Source: an optimization exercise on an open RTL-to-GDS flow (aim: small area). Production flows keep margins and buffers that such runs may drop.
Only simulation tests tie the RTL to the original design; equivalence was not proved.
Power is estimated from default activity; no workload was simulated.

==> juniper: inputs <==
==> flow/design.v <==
package seg_pkg;
    localparam int SEG_DW      = 32;                    
    localparam int SEGS_PER_CH = 2;
    localparam int ING_DW      = SEGS_PER_CH * SEG_DW;  
    localparam int SEG_KW      = SEG_DW / 8;            
    localparam int MTY_W       = $clog2(SEG_KW);        
    localparam int XFER_ID_W   = 2;
    localparam int SEG_TID_W   = 3;
    localparam int ING_BEAT_W  = ING_DW + ING_DW/8 + 6 + 7;    
    localparam int SEG_BEAT_W  = SEG_DW + 4 + MTY_W;           
    localparam int CH_SEG_W    = SEGS_PER_CH * SEG_BEAT_W;
    localparam int ENT_W       = ING_DW + SEGS_PER_CH*(MTY_W+1) + 6 + SEG_TID_W + XFER_ID_W + 1;
    typedef logic [SEG_TID_W-1:0]    seg_tid_t;
    typedef logic [MTY_W-1:0]        seg_mty_t;
    function automatic seg_mty_t keep_to_mty(input logic [SEG_KW-1:0] keep);
        seg_mty_t mty;
        mty = '0;
        for (int i = 0; i < SEG_KW; i++) begin
            if (keep[i]) mty = MTY_W'(SEG_KW - 1 - i);  
        end
        keep_to_mty = mty;
    endfunction
endpackage
module seg_fifo #(
    parameter int WIDTH = 8,
    parameter int SLOTS = 31
) (
    input  logic             aclk,
    input  logic             local_rstn,
    input  logic             wr_en,        
    input  logic [WIDTH-1:0] wr_data,
    input  logic             rd_en,        
    input  logic             rd_valid,
    output logic [WIDTH-1:0] rd_data       
);
    localparam int PTR_W = $clog2(SLOTS);
    logic [WIDTH-1:0] mem [SLOTS];
    logic [PTR_W-1:0] wr_ptr;
    logic [PTR_W-1:0] rd_ptr;
    logic [SLOTS-1:0] rd_sel;
    always_ff @(posedge aclk) begin
        for (int i = 0; i < SLOTS; i++) begin
            if (wr_en && wr_ptr == PTR_W'(i)) mem[i] <= wr_data;
        end
    end
    always_ff @(posedge aclk) begin
        if (!local_rstn) begin
            wr_ptr <= '0;
            rd_ptr <= '0;
        end else begin
            if (wr_en) wr_ptr <= (wr_ptr == PTR_W'(SLOTS - 1)) ? '0 : wr_ptr + 1'b1;
            if (rd_en) rd_ptr <= (rd_ptr == PTR_W'(SLOTS - 1)) ? '0 : rd_ptr + 1'b1;
        end
    end
    always_comb begin
        for (int i = 0; i < SLOTS; i++) rd_sel[i] = rd_valid && rd_ptr == PTR_W'(i);
        rd_data = '0;
        for (int i = 0; i < SLOTS; i++) rd_data = rd_data | (mem[i] & {WIDTH{rd_sel[i]}});
    end
endmodule
module seg_channel #(
    parameter int ING_DEPTH = 16,
    parameter int EGR_DEPTH = 16,
    parameter int MIN_FILL  = 4
) (
    input  logic                aclk,
    input  logic                local_rstn,
    input  logic                ing_valid,
    output logic                ing_ready,
    input  logic [seg_pkg::ING_BEAT_W-1:0] ing_beat,
    input  logic                pop,
    output logic                ing_head_valid,
    output logic                ing_level_ok,
    output logic                egr_almost_full,
    output logic                seg_valid,
    input  logic                seg_ready,
    output logic [seg_pkg::CH_SEG_W-1:0] seg_out,    
    output logic [seg_pkg::XFER_ID_W-1:0] head_xfer_id,
    output logic                head_alt_ne,
    output seg_pkg::seg_tid_t   head_seg_tid
);
    localparam int ING_CNT_W = $clog2(ING_DEPTH + 1);
    localparam int EGR_CNT_W = $clog2(EGR_DEPTH);       
    localparam int EGR_AF    = EGR_DEPTH - 4;
    logic [ING_CNT_W-1:0] ing_cnt;
    logic [EGR_CNT_W-1:0] egr_cnt;
    logic                 conv_vld;
    logic                 do_wr;
    logic                 do_rd;
    logic [seg_pkg::ENT_W-1:0] wr_ent;
    logic [seg_pkg::ENT_W-1:0] head;
    logic [63:0] in_data;
    logic [7:0]  in_keep;
    logic [1:0]  in_xfer, in_sop, in_eop, in_alt, in_err;
    logic [2:0]  in_stid;
    assign {in_data, in_keep, in_xfer, in_sop, in_eop, in_alt, in_stid, in_err} = ing_beat;
    assign wr_ent = {in_data,
                     seg_pkg::keep_to_mty(in_keep[7:4]), seg_pkg::keep_to_mty(in_keep[3:0]),
                     in_keep[4], in_keep[0],
                     in_sop, in_eop, in_err, in_stid, in_xfer, (in_xfer != in_alt)};
    assign ing_ready      = (ing_cnt != ING_CNT_W'(ING_DEPTH));
    assign ing_head_valid = (ing_cnt != '0);
    assign seg_valid      = (egr_cnt != '0);
    assign do_wr          = ing_valid & ing_ready;
    assign do_rd          = seg_ready & seg_valid;
    seg_fifo #(
        .WIDTH (seg_pkg::ENT_W),
        .SLOTS (ING_DEPTH + EGR_DEPTH - 1)
    ) u_ring (
        .aclk       (aclk),
        .local_rstn (local_rstn),
        .wr_en      (do_wr),
        .wr_data    (wr_ent),
        .rd_en      (do_rd),
        .rd_valid   (seg_valid),
        .rd_data    (head)
    );
    always_ff @(posedge aclk) begin
        if (!local_rstn) begin
            ing_cnt         <= '0;
            egr_cnt         <= '0;
            conv_vld        <= 1'b0;
            ing_level_ok    <= 1'b0;
            egr_almost_full <= 1'b0;
        end else begin
            case ({do_wr, pop})
                2'b10:   ing_cnt <= ing_cnt + 1'b1;
                2'b01:   ing_cnt <= ing_cnt - 1'b1;
                default: ing_cnt <= ing_cnt;
            endcase
            case ({conv_vld, do_rd})
                2'b10:   egr_cnt <= egr_cnt + 1'b1;
                2'b01:   egr_cnt <= egr_cnt - 1'b1;
                default: egr_cnt <= egr_cnt;
            endcase
            conv_vld        <= pop;
            ing_level_ok    <= (ing_cnt >= ING_CNT_W'(MIN_FILL));
            egr_almost_full <= (egr_cnt >= EGR_CNT_W'(EGR_AF));
        end
    end
    logic [63:0] h_data;
    logic [1:0]  h_mty1, h_mty0, h_ena, h_sop, h_eop, h_err;
    assign {h_data, h_mty1, h_mty0, h_ena, h_sop, h_eop, h_err, head_seg_tid, head_xfer_id, head_alt_ne} = head;
    assign seg_out = {h_data[63:32], h_ena[1], h_sop[1], h_eop[1], h_err[1], h_mty1,
                      h_data[31:0],  h_ena[0], h_sop[0], h_eop[0], h_err[0], h_mty0};
endmodule
module drain_ctrl #(
    parameter int NUM_CH   = 2,
    parameter int MIN_FILL = 4
) (
    input  logic              aclk,
    input  logic              local_rstn,
    input  logic [NUM_CH-1:0] head_valid,
    input  logic [NUM_CH-1:0] level_ok,
    input  logic [NUM_CH-1:0] almost_full,
    output logic              pop
);
    logic start_ok;
    logic align_rdy;    
    logic drain_en;     
    logic egr_room;
    assign start_ok = (MIN_FILL == 0) ? (&head_valid) : (&level_ok);
    always_ff @(posedge aclk) begin
        if (!local_rstn || head_valid == '0) begin
            align_rdy <= 1'b0;
            drain_en  <= 1'b0;
        end else begin
            if (start_ok) align_rdy <= 1'b1;  
            drain_en <= align_rdy;
        end
    end
    always_ff @(posedge aclk) begin
        if (!local_rstn) begin
            egr_room <= 1'b0;
        end else begin
            egr_room <= ~(|almost_full);
        end
    end
    assign pop = drain_en & (&head_valid) & egr_room;
endmodule
module align_checker #(
    parameter int NUM_CH = 2
) (
    input  logic              aclk,
    input  logic              local_rstn,
    input  logic [NUM_CH*seg_pkg::XFER_ID_W-1:0] xfer_id,   
    input  logic [NUM_CH-1:0] alt_ne,                       
    input  logic [NUM_CH*seg_pkg::SEG_TID_W-1:0] seg_tid,   
    output logic              err_alignment
);
    logic [NUM_CH-2:0] id_ne;
    logic [NUM_CH-2:0] tid_ne;
    logic              alt_r;
    always_ff @(posedge aclk) begin
        if (!local_rstn) begin
            id_ne         <= '0;
            tid_ne        <= '0;
            alt_r         <= 1'b0;
            err_alignment <= 1'b0;
        end else begin
            for (int ch = 0; ch < NUM_CH - 1; ch++) begin
                id_ne[ch]  <= (xfer_id[ch*seg_pkg::XFER_ID_W +: seg_pkg::XFER_ID_W] !=
                               xfer_id[(ch+1)*seg_pkg::XFER_ID_W +: seg_pkg::XFER_ID_W]);
                tid_ne[ch] <= (seg_tid[ch*seg_pkg::SEG_TID_W +: seg_pkg::SEG_TID_W] !=
                               seg_tid[(ch+1)*seg_pkg::SEG_TID_W +: seg_pkg::SEG_TID_W]);
            end
            alt_r         <= |alt_ne;
            err_alignment <= (|id_ne) | (|tid_ne) | alt_r;
        end
    end
endmodule
module axis_to_seg_top #(
    parameter int NUM_CH    = 2,
    parameter int ING_DEPTH = 16,
    parameter int EGR_DEPTH = 16
) (
    input  logic               aclk,
    input  logic               local_rstn,
    input  logic [NUM_CH-1:0]  ing_valid,
    output logic [NUM_CH-1:0]  ing_ready,
    input  logic [NUM_CH*seg_pkg::ING_BEAT_W-1:0] ing_beat,   
    output logic [NUM_CH-1:0]  seg_valid,
    input  logic [NUM_CH-1:0]  seg_ready,
    output logic [NUM_CH*seg_pkg::CH_SEG_W-1:0]   seg_out,    
    output seg_pkg::seg_tid_t  seg_tid,
    output logic               err_alignment
);
    localparam int MIN_FILL = ING_DEPTH / 4;
    logic [NUM_CH-1:0] head_valid;
    logic [NUM_CH-1:0] level_ok;
    logic [NUM_CH-1:0] almost_full;
    logic              pop;           
    logic [NUM_CH*seg_pkg::XFER_ID_W-1:0] head_xfer_id;
    logic [NUM_CH-1:0]                   head_alt_ne;
    logic [NUM_CH*seg_pkg::SEG_TID_W-1:0] head_seg_tid;
    for (genvar ch = 0; ch < NUM_CH; ch++) begin : gen_ch
        seg_channel #(
            .ING_DEPTH (ING_DEPTH),
            .EGR_DEPTH (EGR_DEPTH),
            .MIN_FILL  (MIN_FILL)
        ) u_channel (
            .aclk            (aclk),
            .local_rstn      (local_rstn),
            .ing_valid       (ing_valid[ch]),
            .ing_ready       (ing_ready[ch]),
            .ing_beat        (ing_beat[ch*seg_pkg::ING_BEAT_W +: seg_pkg::ING_BEAT_W]),
            .pop             (pop),
            .ing_head_valid  (head_valid[ch]),
            .ing_level_ok    (level_ok[ch]),
            .egr_almost_full (almost_full[ch]),
            .seg_valid       (seg_valid[ch]),
            .seg_ready       (seg_ready[ch]),
            .seg_out         (seg_out[ch*seg_pkg::CH_SEG_W +: seg_pkg::CH_SEG_W]),
            .head_xfer_id    (head_xfer_id[ch*seg_pkg::XFER_ID_W +: seg_pkg::XFER_ID_W]),
            .head_alt_ne     (head_alt_ne[ch]),
            .head_seg_tid    (head_seg_tid[ch*seg_pkg::SEG_TID_W +: seg_pkg::SEG_TID_W])
        );
    end
    drain_ctrl #(
        .NUM_CH   (NUM_CH),
        .MIN_FILL (MIN_FILL)
    ) u_drain (
        .aclk        (aclk),
        .local_rstn  (local_rstn),
        .head_valid  (head_valid),
        .level_ok    (level_ok),
        .almost_full (almost_full),
        .pop         (pop)
    );
    align_checker #(
        .NUM_CH (NUM_CH)
    ) u_align (
        .aclk          (aclk),
        .local_rstn    (local_rstn),
        .xfer_id       (head_xfer_id),
        .alt_ne        (head_alt_ne),
        .seg_tid       (head_seg_tid),
        .err_alignment (err_alignment)
    );
    assign seg_tid = head_seg_tid[seg_pkg::SEG_TID_W-1:0];   
endmodule
==> flow/run.sh <==
#!/bin/bash
# synth_recipe.tcl (not shown) runs the flow's synth.tcl, then flattens the netlist and writes it again
# the make line also repeats each setting of config.mk as NAME=value (left out here)
make -C /OpenROAD-flow-scripts/flow DESIGN_CONFIG=/design/flow/config.mk WORK_HOME=/design/flow/orfs CLKGATE_MAP_FILE= SYNTH_SCRIPT=/design/flow/synth_recipe.tcl finish
==> flow/config.mk <==
export PLATFORM = sky130hd
export DESIGN_NAME = axis_to_seg_top
export DESIGN_NICKNAME = axis_to_seg_top
export VERILOG_FILES = /design/flow/design.v
export SDC_FILE = /design/flow/constraint.sdc
export NUM_CORES = 4
export LEC_CHECK = 0
export CAP_MARGIN = 20
export CORE_MARGIN = 2
export CORE_UTILIZATION = 40
export SLEW_MARGIN = 20
==> flow/constraint.sdc <==
create_clock -name core_clock -period 6.0 [get_ports {aclk}]
set_input_delay 1.2000 -clock core_clock [delete_from_list [all_inputs] [get_ports {aclk}]]
set_output_delay 1.2000 -clock core_clock [all_outputs]
set_load 0.01 [all_outputs]
==> inputs of maple, as changes to juniper <==
==> flow/design.v, changed modules only <==
module seg_fifo #(
    parameter int WIDTH = 8,
    parameter int SLOTS = 31
) (
    input  logic             aclk,
    input  logic             local_rstn,
    input  logic             wr_en,        
    input  logic [WIDTH-1:0] wr_data,
    input  logic             rd_en,        
    input  logic             rd_valid_nxt,  
    output logic [WIDTH-1:0] rd_data       
);
    localparam int PTR_W = $clog2(SLOTS);
    logic [WIDTH-1:0] mem [SLOTS];
    logic [PTR_W-1:0] wr_ptr;
    logic [PTR_W-1:0] rd_ptr;
    logic [PTR_W-1:0] rd_ptr_nxt;
    logic [SLOTS-1:0] rd_sel;        
    always_ff @(posedge aclk) begin
        for (int i = 0; i < SLOTS; i++) begin
            if (wr_en && wr_ptr == PTR_W'(i)) mem[i] <= wr_data;
        end
    end
    assign rd_ptr_nxt = !rd_en ? rd_ptr : (rd_ptr == PTR_W'(SLOTS - 1)) ? '0 : rd_ptr + 1'b1;
    always_ff @(posedge aclk) begin
        if (!local_rstn) begin
            wr_ptr <= '0;
            rd_ptr <= '0;
            rd_sel <= '0;
        end else begin
            if (wr_en) wr_ptr <= (wr_ptr == PTR_W'(SLOTS - 1)) ? '0 : wr_ptr + 1'b1;
            rd_ptr <= rd_ptr_nxt;
            for (int i = 0; i < SLOTS; i++) rd_sel[i] <= rd_valid_nxt && rd_ptr_nxt == PTR_W'(i);
        end
    end
    always_comb begin
        rd_data = '0;
        for (int i = 0; i < SLOTS; i++) rd_data = rd_data | (mem[i] & {WIDTH{rd_sel[i]}});
    end
endmodule
module seg_channel #(
    parameter int ING_DEPTH = 16,
    parameter int EGR_DEPTH = 16,
    parameter int MIN_FILL  = 4
) (
    input  logic                aclk,
    input  logic                local_rstn,
    input  logic                ing_valid,
    output logic                ing_ready,
    input  logic [seg_pkg::ING_BEAT_W-1:0] ing_beat,
    input  logic                pop,
    output logic                ing_head_valid,
    output logic                ing_level_ok,
    output logic                egr_almost_full,
    output logic                seg_valid,
    input  logic                seg_ready,
    output logic [seg_pkg::CH_SEG_W-1:0] seg_out,    
    output logic [seg_pkg::XFER_ID_W-1:0] head_xfer_id,
    output logic                head_alt_ne,
    output seg_pkg::seg_tid_t   head_seg_tid
);
    localparam int ING_CNT_W = $clog2(ING_DEPTH + 1);
    localparam int EGR_CNT_W = $clog2(EGR_DEPTH);       
    localparam int EGR_AF    = EGR_DEPTH - 4;
    logic [ING_CNT_W-1:0] ing_cnt;
    logic [EGR_CNT_W-1:0] egr_cnt;
    logic                 conv_vld;
    logic                 do_wr;
    logic                 do_rd;
    logic [EGR_CNT_W-1:0] egr_cnt_nxt;
    logic [seg_pkg::ENT_W-1:0] wr_ent;
    logic [seg_pkg::ENT_W-1:0] head;
    logic [63:0] in_data;
    logic [7:0]  in_keep;
    logic [1:0]  in_xfer, in_sop, in_eop, in_alt, in_err;
    logic [2:0]  in_stid;
    assign {in_data, in_keep, in_xfer, in_sop, in_eop, in_alt, in_stid, in_err} = ing_beat;
    assign wr_ent = {in_data,
                     seg_pkg::keep_to_mty(in_keep[7:4]), seg_pkg::keep_to_mty(in_keep[3:0]),
                     in_keep[4], in_keep[0],
                     in_sop, in_eop, in_err, in_stid, in_xfer, (in_xfer != in_alt)};
    assign ing_ready      = (ing_cnt != ING_CNT_W'(ING_DEPTH));
    assign ing_head_valid = (ing_cnt != '0);
    assign seg_valid      = (egr_cnt != '0);
    assign do_wr          = ing_valid & ing_ready;
    assign do_rd          = seg_ready & seg_valid;
    always_comb begin
        case ({conv_vld, do_rd})
            2'b10:   egr_cnt_nxt = egr_cnt + 1'b1;
            2'b01:   egr_cnt_nxt = egr_cnt - 1'b1;
            default: egr_cnt_nxt = egr_cnt;
        endcase
    end
    seg_fifo #(
        .WIDTH (seg_pkg::ENT_W),
        .SLOTS (ING_DEPTH + EGR_DEPTH - 1)
    ) u_ring (
        .aclk       (aclk),
        .local_rstn (local_rstn),
        .wr_en      (do_wr),
        .wr_data    (wr_ent),
        .rd_en      (do_rd),
        .rd_valid_nxt (egr_cnt_nxt != '0),
        .rd_data    (head)
    );
    always_ff @(posedge aclk) begin
        if (!local_rstn) begin
            ing_cnt         <= '0;
            egr_cnt         <= '0;
            conv_vld        <= 1'b0;
            ing_level_ok    <= 1'b0;
            egr_almost_full <= 1'b0;
        end else begin
            case ({do_wr, pop})
                2'b10:   ing_cnt <= ing_cnt + 1'b1;
                2'b01:   ing_cnt <= ing_cnt - 1'b1;
                default: ing_cnt <= ing_cnt;
            endcase
            egr_cnt         <= egr_cnt_nxt;
            conv_vld        <= pop;
            ing_level_ok    <= (ing_cnt >= ING_CNT_W'(MIN_FILL));
            egr_almost_full <= (egr_cnt >= EGR_CNT_W'(EGR_AF));
        end
    end
    logic [63:0] h_data;
    logic [1:0]  h_mty1, h_mty0, h_ena, h_sop, h_eop, h_err;
    assign {h_data, h_mty1, h_mty0, h_ena, h_sop, h_eop, h_err, head_seg_tid, head_xfer_id, head_alt_ne} = head;
    assign seg_out = {h_data[63:32], h_ena[1], h_sop[1], h_eop[1], h_err[1], h_mty1,
                      h_data[31:0],  h_ena[0], h_sop[0], h_eop[0], h_err[0], h_mty0};
endmodule
==> flow/flow/run.sh (new file) <==
#!/bin/bash
# Standard ORFS layout (the standard.sh, standard synthesis unchanged) with two changes:
#  - ports are buffered with sky130_fd_sc_hd__buf_1 instead of the default pick, a delay cell;
#  - CTS uses clkbuf_8 with smaller sink clusters and no dummy loads.
set -euo pipefail
CTS="-sink_clustering_enable -repair_clock_nets -sink_clustering_size 18 -sink_clustering_max_diameter 50 -buf_list sky130_fd_sc_hd__clkbuf_8 -dont_use_dummy_load"
bash standard.sh "CTS_ARGS=$CTS" "BUFFER_PORTS_ARGS=-buffer_cell sky130_fd_sc_hd__buf_1" finish > standard_finish.log 2>&1
==> flow/standard.sh (new file) <==
#!/bin/bash
# synth_recipe.tcl (not shown) runs the flow's synth.tcl, then flattens the netlist and writes it again
# the make line also repeats each setting of config.mk as NAME=value (left out here)
make -C /OpenROAD-flow-scripts/flow DESIGN_CONFIG=/design/flow/config.mk WORK_HOME=/design/flow/orfs CLKGATE_MAP_FILE= SYNTH_SCRIPT=/design/flow/synth_recipe.tcl "${@:-finish}"
--- a/flow/config.mk
+++ b/flow/config.mk
@@ -8,4 +8,4 @@
 export CAP_MARGIN = 20
 export CORE_MARGIN = 2
-export CORE_UTILIZATION = 40
+export CORE_UTILIZATION = 60
 export SLEW_MARGIN = 20
removed: flow/run.sh
==> comparison table <==
Crit path setup slack, layout: maple 0.895 ns; juniper -0.0442 ns
Clock sink total: maple 5,196; juniper 5,134
Clock tree buffer count of the final layout: maple 477; juniper 680
Post-Place Cell Area: maple 0.193 sq mm; juniper 0.198 sq mm
Net switching power figure: maple 12.7 mW; juniper 14.5 mW
Total buffers and inverters traversed by the critical path: maple 2; juniper 5
Number of buffers created by CTS: maple 477; juniper 526
Number of nets at the end of the flow: maple 10,300; juniper 10,500
Launch point of the worst path: maple gen_ch[1].u_channel.u_ring.rd_sel[13]$_SDFF_PN0_; juniper gen_ch[0].u_channel.u_ring.rd_ptr[0]$_SDFFE_PN0P_
Post-placement worst setup slack: maple 1.58 ns; juniper 0.918 ns
Average wire per cell in the routed design: maple 44.4 um; juniper 36.8 um
Cell area power density: maple 301 mW/mm^2; juniper 338 mW/mm^2
Number of sequential storage elements: maple 5,196; juniper 5,134
First-pass DRT Iterations: maple 9; juniper 10
Mux share of post-synthesis cell area: maple 0%; juniper 0.0888%
RSZ-0062 raised after global routing: maple no; juniper yes
Final Critical Period: maple 5.10 ns; juniper 6.04 ns
Result of the run: maple timing/DRC/antenna clean; juniper complete, but fails checks
Violated checks: maple -; juniper negative setup slack

[static timing again, ports no longer ideal]
How much do the figures lean on ideal ports? The routed layouts below were timed once more, with nothing changed but the port constraints.
Step 1 (the two cells are an assumption about what drives the block):
set clk [get_ports {aclk}]
set_driving_cell -lib_cell sky130_fd_sc_hd__clkbuf_16 $clk
set_driving_cell -lib_cell sky130_fd_sc_hd__buf_2 [delete_from_list [all_inputs] $clk]
Step 2 times the ports against the registers' clock, not the clock port: input delays grow and output delays shrink by t, the midpoint of the rising clock arrivals with the driver on.
Three values: ideal ports, drivers, drivers and shift; two values: the first two.
run	shift t [ns]	setup WS [ns]	worst hold slack (ns)
juniper	1.144	-0.044 / -0.159 / 0.986	0.399 / 0.399 / 0.399
maple	1.250	0.895 / 0.783 / 1.483	0.392 / 0.392 / 0.392
